Context: an optimization exercise on an open-source flow, tuned for small area and few clock cycles. The choices shown serve that exercise and are no tape-out recipe. Only simulation tests tie the RTL to the original design; equivalence was not proved.

## rgb_to_hsv_converter_unit
module rgb_to_hsv_converter_unit #(
    parameter logic [16:0] REG_AT = 17'b00100100010001001
) (
    input  logic        aclk,
    input  logic        aresetn,
    input  logic        s_tvalid,
    output logic        s_tready,
    input  logic [23:0] s_tdata,    
    output logic        m_tvalid,
    input  logic        m_tready,
    output logic [39:0] m_tdata     
);
Size in the first run: roughly 3200 cells after synthesis, roughly 240 flip-flops, about 70 I/O pins, roughly 21000 um2 of cells after synthesis.
==> flow/config.mk <==
export PLATFORM = sky130hd
export DESIGN_NAME = rgb_to_hsv_converter_unit
export DESIGN_NICKNAME = rgb_to_hsv_converter_unit
export VERILOG_FILES = /design/flow/design.v
export SDC_FILE = /design/flow/constraint.sdc
export NUM_CORES = 4
export LEC_CHECK = 0
export ABC_AREA = 1
export CAP_MARGIN = 20
export CORE_MARGIN = 2
export CORE_UTILIZATION = 40
export CTS_CLUSTER_DIAMETER = 100
export CTS_CLUSTER_SIZE = 28
export SETUP_SLACK_MARGIN = -0.2
export SLEW_MARGIN = 20
==> flow/constraint.sdc <==
create_clock -name core_clock -period 5.0 [get_ports {aclk}]
set_input_delay 1.0000 -clock core_clock [delete_from_list [all_inputs] [get_ports {aclk}]]
set_output_delay 1.0000 -clock core_clock [all_outputs]
set_load 0.01 [all_outputs]
standard.sh (not shown) runs the stock make flow with config.mk's settings and CLKGATE_MAP_FILE= SYNTH_SCRIPT=/design/flow/synth_recipe.tcl, a recipe that flattens the netlist after the stock synthesis.
==> flow/flow/run.sh <==
#!/bin/bash
set -euo pipefail
export SYNTH_OPERATIONS_ARGS="-nofsm"
export BUFFER_PORTS_ARGS="-buffer_cell sky130_fd_sc_hd__buf_2"
export RECOVER_POWER=100
bash standard.sh ADDER_MAP_FILE= ABC_DRIVER_CELL=sky130_fd_sc_hd__buf_4 finish > standard.log 2>&1
Testbench counts at the start, summed over its fixed seeds: cycles 32,808.
Edit:
==> flow/flow/run.sh (replaced) <==
#!/bin/bash
set -euo pipefail
export SYNTH_OPERATIONS_ARGS="-nofsm"
export BUFFER_PORTS_ARGS="-buffer_cell sky130_fd_sc_hd__buf_2"
export GPL_KEEP_OVERFLOW=0
bash standard.sh ADDER_MAP_FILE= ABC_DRIVER_CELL=sky130_fd_sc_hd__buf_4 finish > standard.log 2>&1
--- a/flow/config.mk
+++ b/flow/config.mk
@@ -11,4 +11,2 @@
 export CORE_UTILIZATION = 40
-export CTS_CLUSTER_DIAMETER = 100
-export CTS_CLUSTER_SIZE = 28
 export SETUP_SLACK_MARGIN = -0.2
- non-clock buffer count went down by 67
- worst setup slack degrades by 0.16 ns
- final area came out higher by 1.6%
- clock skew drops by 0.0041 ns
- wire length hardly moves
- die area stays the same
- cell count fell by 0.91%
- fmax is lower by 3.4%
- count of clock-buffer cells in the layout climbs by 14
- via count shrinks by 0.72%

---

rgb_to_hsv_converter_unit, a different RTL version from the one above (not shown whole).
Size in the first run: ~290 flip-flops, roughly 70 I/O pins.
export LEC_CHECK = 0
export ABC_AREA = 1
export CAP_MARGIN = 20
export CORE_MARGIN = 2
export CORE_UTILIZATION = 40
export PLACE_DENSITY = 0.75
export SLEW_MARGIN = 20
create_clock -name core_clock -period 5.0 [get_ports {aclk}]
run.sh (not shown) runs the stock make flow with config.mk's settings and CLKGATE_MAP_FILE= SYNTH_SCRIPT=/design/flow/synth_recipe.tcl, a recipe that flattens the netlist after the stock synthesis.
Stock flow here: none of the scripts above is used.
The starting point completed and failed the layout checks on negative setup slack.
Testbench counts at the start, summed over its fixed seeds: cycles 32,816.
Next try:
- CAP_MARGIN: 20 -> 5
- PLACE_DENSITY: 0.75 -> unset
- SLEW_MARGIN: 20 -> 5
Effect:
- The new run passed the timing, design-rule and antenna checks
- setup slack improved by 0.24 ns
- register-to-register slack improved by 0.24 ns
- worst hold slack improved by 0.0074 ns
- flip-flop and latch count does not change

---

rgb_to_hsv_converter_unit again, from the RTL that the note above started with.
==> flow/design.v (excerpt) <==
module rgb_to_hsv_converter_unit #(
    parameter logic [16:0] REG_AT = 17'b00100100100100101
) (
    input  logic        aclk,
    input  logic        aresetn,
    input  logic        s_tvalid,
    output logic        s_tready,
    input  logic [23:0] s_tdata,    
    output logic        m_tvalid,
    input  logic        m_tready,
    output logic [39:0] m_tdata     
);
export LEC_CHECK = 0
export ABC_AREA = 1
export CAP_MARGIN = 20
export CORE_MARGIN = 2
export CORE_UTILIZATION = 40
export SLEW_MARGIN = 20
create_clock -name core_clock -period 5.0 [get_ports {aclk}]
standard.sh (not shown) runs the stock make flow with config.mk's settings and CLKGATE_MAP_FILE= SYNTH_SCRIPT=/design/flow/synth_recipe.tcl, a recipe that flattens the netlist after the stock synthesis.
==> flow/flow/run.sh <==
#!/bin/bash
set -euo pipefail
export SYNTH_OPERATIONS_ARGS="-nofsm"
export BUFFER_PORTS_ARGS="-buffer_cell sky130_fd_sc_hd__buf_2"
bash standard.sh finish > standard.log 2>&1
The baseline passed the timing, design-rule and antenna checks.
Testbench counts at the start, summed over its fixed seeds: cycles 32,816.
Change:
==> flow/run.sh (new file) <==
#!/bin/bash
# synth_recipe.tcl (not shown) runs the flow's synth.tcl, then flattens the netlist and writes it again
# the make line also repeats each setting of config.mk as NAME=value (left out here)
make -C /OpenROAD-flow-scripts/flow DESIGN_CONFIG=/design/flow/config.mk WORK_HOME=/design/flow/orfs CLKGATE_MAP_FILE= SYNTH_SCRIPT=/design/flow/synth_recipe.tcl finish
- CORE_UTILIZATION: 40 -> 50
- CTS_BUF_LIST: not set -> sky130_fd_sc_hd__clkbuf_8
- CTS_CLUSTER_SIZE: not set -> 30
removed: flow/flow/run.sh
removed: flow/standard.sh
Result: Register-to-register slack gets worse by 0.04 ns; via count increases by about a fifth; non-clock buffer count is lower by 36; maximum frequency shrinks slightly.
Change:
==> flow/flow/run.sh (new file) <==
#!/bin/bash
set -euo pipefail
export SYNTH_OPERATIONS_ARGS="-nofsm"
export BUFFER_PORTS_ARGS="-buffer_cell sky130_fd_sc_hd__buf_2"
export SKIP_INCREMENTAL_REPAIR=1
bash standard.sh ABC_DRIVER_CELL=sky130_fd_sc_hd__buf_4 finish > standard.log 2>&1
==> flow/standard.sh (new file) <==
#!/bin/bash
# synth_recipe.tcl (not shown) runs the flow's synth.tcl, then flattens the netlist and writes it again
# the make line also repeats each setting of config.mk as NAME=value (left out here)
make -C /OpenROAD-flow-scripts/flow DESIGN_CONFIG=/design/flow/config.mk WORK_HOME=/design/flow/orfs CLKGATE_MAP_FILE= SYNTH_SCRIPT=/design/flow/synth_recipe.tcl "${@:-finish}"
- CORE_UTILIZATION: 50 -> 40
- CTS_BUF_LIST: sky130_fd_sc_hd__clkbuf_8 -> not set
- CTS_CLUSTER_SIZE: 30 -> not set
removed: flow/run.sh
This time the run produced a layout that fails on setup timing.
Routed wire length drops by 17%.
Clock-buffer cell count came out lower by 10.
Cell area fell by 10%.
Flip-flop and latch count does not change.
Via count decreases by 15%.
Global-route usage shrinks by 5.8 points.
Sequential share of layout area goes up by 3.5 points.
Worst setup slack loses 0.19 ns.
Change:
==> flow/run.sh (new file) <==
#!/bin/bash
# synth_recipe.tcl (not shown) runs the flow's synth.tcl, then flattens the netlist and writes it again
# the make line also repeats each setting of config.mk as NAME=value (left out here)
make -C /OpenROAD-flow-scripts/flow DESIGN_CONFIG=/design/flow/config.mk WORK_HOME=/design/flow/orfs CLKGATE_MAP_FILE= SYNTH_SCRIPT=/design/flow/synth_recipe.tcl finish
- ABC_AREA: 1 -> not set
removed: flow/flow/run.sh
removed: flow/standard.sh
=> The changed run finished but fails on setup timing; fmax went down by 9.4%; worst setup slack loses 0.52 ns; final cell count went up by 12%; register-to-register slack loses 0.52 ns; global-route usage went up by 3.6 points; cell area went up by 26%; worst hold slack loses 0.0096 ns; clock skew went down by 0.0069 ns; core utilization went up by 11 points; critical path depth went down by 2.

---

== v6 ==
Starting RTL as in the previous note.
clock: 5.0 ns
lec_check: 0
abc_area: 1
cap_margin: 20
core_margin: 2
core_utilization: 40
slew_margin: 20
==> flow/flow/run.sh <==
#!/bin/bash
set -euo pipefail
export SYNTH_OPERATIONS_ARGS="-nofsm"
export BUFFER_PORTS_ARGS="-buffer_cell sky130_fd_sc_hd__buf_2"
bash standard.sh ABC_DRIVER_CELL=sky130_fd_sc_hd__buf_8 finish > standard.log 2>&1
Testbench counts of v6, summed over its fixed seeds: cycles 32,816.
The following lists how v7 was set up differently from v6:
==> flow/flow/run.sh <==
#!/bin/bash
set -euo pipefail
export SYNTH_OPERATIONS_ARGS="-nofsm"
export BUFFER_PORTS_ARGS="-buffer_cell sky130_fd_sc_hd__buf_2"
bash standard.sh ADDER_MAP_FILE= ABC_DRIVER_CELL=sky130_fd_sc_hd__buf_4 finish > standard.log 2>&1
Notes after the runs:
From v6 to v7 the numbers moved as follows: relative area change from synthesis to final layout now sits lower; timing-limited maximum frequency increased 14 MHz; via count increased 3677; synthesized cell count now sits higher.
v7 ended up with sky130_fd_sc_hd__edfxtp_1 as its slowest cell on the critical path; v6 ended up with sky130_fd_sc_hd__fa_1.
Number of iterations in the first detailed-routing pass in v7 is 1 higher than in v6
Between v7 and v6, the difference in clock insertion delay at the later pin of the skew report is negligible.
g_pos[14].g_reg.data_reg[60] as the startpoint of the worst setup timing path was reported by v7, and g_pos[8].g_reg.data_reg[52] by v6.

---

The RTL this note starts from:
==> flow/design.v <==
package hsv_pkg;
    localparam int CHAN_W = 8;
    localparam int STEP_W = 68;    
    typedef struct packed {
        logic        v;     
        logic [7:0]  hi;    
        logic [7:0]  dm;    
        logic [7:0]  rs;    
        logic [7:0]  rh;    
        logic        hp;    
        logic [1:0]  r3;    
        logic [15:0] qs;    
        logic [15:0] qh;    
    } step_t;
endpackage
module hsv_prep (
    input  logic                in_valid,
    input  logic [7:0]          red,
    input  logic [7:0]          green,
    input  logic [7:0]          blue,
    output logic [hsv_pkg::STEP_W-1:0] out_bits
);
    hsv_pkg::step_t out;
    assign out_bits = out;
    logic       ge_rg, ge_gb, ge_br, eq_rg, eq_gb, eq_br, ge_rb;
    logic       sec_r, sec_g;
    logic       down;           
    logic [7:0] hi, mid, lo, xa, xb;
    logic [2:0] k;
    always_comb begin
        ge_rg = (red >= green);
        ge_gb = (green >= blue);
        ge_br = (blue >= red);
        eq_rg = (red == green);
        eq_gb = (green == blue);
        eq_br = (blue == red);
        ge_rb = !ge_br || eq_br;
        sec_r = ge_rg && ge_rb;
        sec_g = !sec_r && ge_gb;
        if (sec_r) begin
            hi = red;
            if (ge_gb) begin mid = green; lo = blue;  down = 1'b0; k = 3'd0; end
            else       begin mid = blue;  lo = green; down = 1'b1; k = 3'd5; end
        end else if (sec_g) begin
            hi = green;
            if (ge_br) begin
                mid = blue; lo = red;
                down = eq_gb;
                k    = eq_gb ? 3'd3 : 3'd2;
            end else begin
                mid = red; lo = blue; down = 1'b1; k = 3'd1;
            end
        end else begin
            hi = blue;
            if (ge_rg) begin mid = red;   lo = green; down = 1'b0; k = 3'd4; end
            else       begin mid = green; lo = red;   down = 1'b1; k = 3'd3; end
        end
        xa = down ? hi  : mid;
        xb = down ? mid : lo;
        out.v  = in_valid;
        out.hi = hi;
        out.dm = hi + ~lo;
        out.rs = out.dm;
        out.qs = '0;
        out.rh = xa - xb;
        out.hp = 1'b0;
        out.r3 = (k >= 3'd3) ? 2'(k - 3'd3) : k[1:0];
        out.qh = {15'd0, (k >= 3'd3)};
    end
endmodule
module hsv_div #(
    parameter int STEP = 0
) (
    input  logic [hsv_pkg::STEP_W-1:0] in_bits,
    output logic [hsv_pkg::STEP_W-1:0] out_bits
);
    hsv_pkg::step_t in, out;
    assign in       = in_bits;
    assign out_bits = out;
    logic       sbit;
    logic [8:0] st, ht;
    logic [9:0] sdf, hdf;
    logic       sfit, hfit;
    logic [2:0] t3;
    logic       hb;
    always_comb begin
        sbit = (STEP < 8) ? 1'b1 : !in.dm[15 - STEP];
        out  = in;
        st   = {in.rs, sbit};
        sdf  = {1'b0, st} - {2'b0, in.hi};
        sfit = !sdf[9];
        out.rs = sfit ? sdf[7:0] : st[7:0];
        out.qs = {in.qs[14:0], sfit};
        if (STEP < 15) begin
            ht   = {in.rh, 1'b0};
            hdf  = {1'b0, ht} + {2'b11, ~in.dm};
            hfit = !hdf[9];
            out.rh = hfit ? hdf[7:0] : ht[7:0];
            out.hp = hfit;
        end
        if (STEP > 0) begin
            t3   = {in.r3, in.hp};
            hb   = (t3 >= 3'd3);
            out.r3 = hb ? 2'(t3 - 3'd3) : t3[1:0];
            out.qh = {in.qh[14:0], hb};
        end
    end
endmodule
module rgb_to_hsv_converter_unit #(
    parameter logic [16:0] REG_AT = 17'b00100100100100101
) (
    input  logic        aclk,
    input  logic        aresetn,
    input  logic        s_tvalid,
    output logic        s_tready,
    input  logic [23:0] s_tdata,    
    output logic        m_tvalid,
    input  logic        m_tready,
    output logic [39:0] m_tdata     
);
    logic [16:0][hsv_pkg::STEP_W-1:0] pos;   
    logic [16:0][hsv_pkg::STEP_W-1:0] src;   
    hsv_pkg::step_t        last;
    logic           en;
    hsv_prep u_prep (
        .in_valid (s_tvalid),
        .red      (s_tdata[7:0]),
        .green    (s_tdata[15:8]),
        .blue     (s_tdata[23:16]),
        .out_bits (pos[0])
    );
    for (genvar p = 0; p <= 16; p++) begin : g_pos
        if (p > 0) begin : g_step
            hsv_div #(.STEP(p - 1)) u_step (.in_bits(src[p-1]), .out_bits(pos[p]));
        end
        if (REG_AT[p]) begin : g_reg
            hsv_pkg::step_t nxt;
            logic           v_reg;
            logic [hsv_pkg::STEP_W-2:0] data_reg;
            assign nxt = pos[p];
            always_ff @(posedge aclk) begin
                if (!aresetn) begin
                    v_reg <= 1'b0;
                end else if (en) begin
                    v_reg <= nxt.v;
                end
            end
            always_ff @(posedge aclk) begin
                if (en) begin
                    data_reg <= nxt[hsv_pkg::STEP_W-2:0];
                end
            end
            assign src[p] = {v_reg, data_reg};
        end else begin : g_wire
            assign src[p] = pos[p];
        end
    end
    logic grey;
    assign last     = src[16];
    assign grey     = (last.dm == 8'hFF);
    assign m_tvalid = last.v;
    assign en       = m_tready || !m_tvalid;
    assign s_tready = en;
    assign m_tdata  = {last.hi,
                       grey ? 16'd0 : last.qs,
                       last.qh};
endmodule
Settings: LEC_CHECK=0, ABC_AREA=1, CAP_MARGIN=20, CORE_MARGIN=2, CORE_UTILIZATION=40, SLEW_MARGIN=20; clock period 5.0 ns.
==> flow/flow/run.sh <==
#!/bin/bash
set -euo pipefail
export SYNTH_OPERATIONS_ARGS="-nofsm"
bash standard.sh finish > standard.log 2>&1
Testbench counts at the start, summed over its fixed seeds: cycles 32,816.
Edit:
==> flow/run.sh (new file) <==
#!/bin/bash
# synth_recipe.tcl (not shown) runs the flow's synth.tcl, then flattens the netlist and writes it again
# the make line also repeats each setting of config.mk as NAME=value (left out here)
make -C /OpenROAD-flow-scripts/flow DESIGN_CONFIG=/design/flow/config.mk WORK_HOME=/design/flow/orfs CLKGATE_MAP_FILE= SYNTH_SCRIPT=/design/flow/synth_recipe.tcl finish
removed: flow/flow/run.sh
removed: flow/standard.sh
Effect:
- via count rose by about 12%
- synthesized area goes up by about 5%
- clock skew rose by 0.012 ns
- worst setup slack gets worse by 0.041 ns
Edit:
==> flow/flow/run.sh (new file) <==
#!/bin/bash
set -euo pipefail
export SYNTH_OPERATIONS_ARGS="-nofsm"
export BUFFER_PORTS_ARGS="-buffer_cell sky130_fd_sc_hd__buf_2"
bash standard.sh ABC_DRIVER_CELL=sky130_fd_sc_hd__buf_4 finish > standard.log 2>&1
==> flow/standard.sh (new file) <==
#!/bin/bash
# synth_recipe.tcl (not shown) runs the flow's synth.tcl, then flattens the netlist and writes it again
# the make line also repeats each setting of config.mk as NAME=value (left out here)
make -C /OpenROAD-flow-scripts/flow DESIGN_CONFIG=/design/flow/config.mk WORK_HOME=/design/flow/orfs CLKGATE_MAP_FILE= SYNTH_SCRIPT=/design/flow/synth_recipe.tcl "${@:-finish}"
removed: flow/run.sh
Result: Die area drops by 4.7%; fmax drops by 0.58%.
Edit:
==> flow/flow/run.sh (replaced) <==
#!/bin/bash
set -euo pipefail
export SYNTH_OPERATIONS_ARGS="-nofsm"
export BUFFER_PORTS_ARGS="-buffer_cell sky130_fd_sc_hd__buf_2"
bash standard.sh finish > standard.log 2>&1
- CTS_BUF_LIST: default -> sky130_fd_sc_hd__clkbuf_4 sky130_fd_sc_hd__clkbuf_8
Effect: The changed run completed without violations. Cell count goes up slightly. Wire length goes up by a few percent. Final area goes up slightly. Non-clock buffer count goes up by 31. Worst setup slack improves by 0.0098 ns. Die area is about the same. Sequential share of layout area goes down by 0.61 points. Synthesized cell count stays the same.

==> port drivers added, routing unchanged <==
The flow's constraints put no driver on any port. The routed layouts listed below were extracted and timed again, unchanged, in two steps. Step 1 assumes that a clkbuf_16 drives the clock port and a buf_2 every other input. Step 2 also shifts input and output timing later by t, the mid clock arrival at the registers, as if the neighbouring blocks saw the same clock. Three values: no drivers, after step 1, after step 2; two values: the first two.
| run | t (ns) | slack for setup (ns) | worst setup path at the end | latest minus earliest clock arrival (ns) |
|---|---|---|---|---|
| the first run of note 1 | 0.581 | 0.400 / 0.346 / 0.402 | register to register | 0.026 / 0.025 |
| the second run of note 1 | 0.621 | 0.238 / 0.238 / -0.152 | input to register | 0.027 / 0.026 |
| the first run of note 2 | 0.597 | -0.026 / -0.026 / -0.026 | register to register | 0.023 / 0.023 |
| the second run of note 2 | 0.601 | 0.217 / 0.217 / 0.101 | input to register | 0.024 / 0.023 |
| the first run of note 3 | 0.625 | 0.221 / 0.221 / -0.055 | input to register | 0.011 / 0.011 |
| the second run of note 3 | 0.655 | 0.180 / 0.180 / 0.080 | input to register | 0.035 / 0.035 |
| the third run of note 3 | 0.562 | -0.012 / -0.012 / -0.012 | register to register | 0.032 / 0.031 |
| the fourth run of note 3 | 0.613 | -0.533 / -0.533 / -0.533 | register to register | 0.019 / 0.019 |
| v6 | 0.577 | 0.182 / 0.182 / 0.068 | input to register | 0.017 / 0.017 |
| v7 | 0.583 | 0.479 / 0.424 / 0.531 | input to register | 0.018 / 0.018 |
| the first run of note 5 | 0.589 | 0.257 / 0.257 / -0.234 | input to register | 0.015 / 0.015 |
| the second run of note 5 | 0.601 | 0.217 / 0.217 / 0.101 | input to register | 0.024 / 0.023 |
| the third run of note 5 | 0.562 | 0.188 / 0.188 / 0.101 | input to register | 0.033 / 0.033 |
| the fourth run of note 5 | 0.663 | 0.198 / 0.198 / -0.047 | input to register | 0.035 / 0.035 |
With both steps, setup timing fails in the second run of note 1, the first run of note 3, the first run of note 5 and the fourth run of note 5, where it was met with ideal ports. The setup slack of the first run of note 5, which loses most, moves by 0.000 ns with the drivers and by -0.491 ns with both steps.
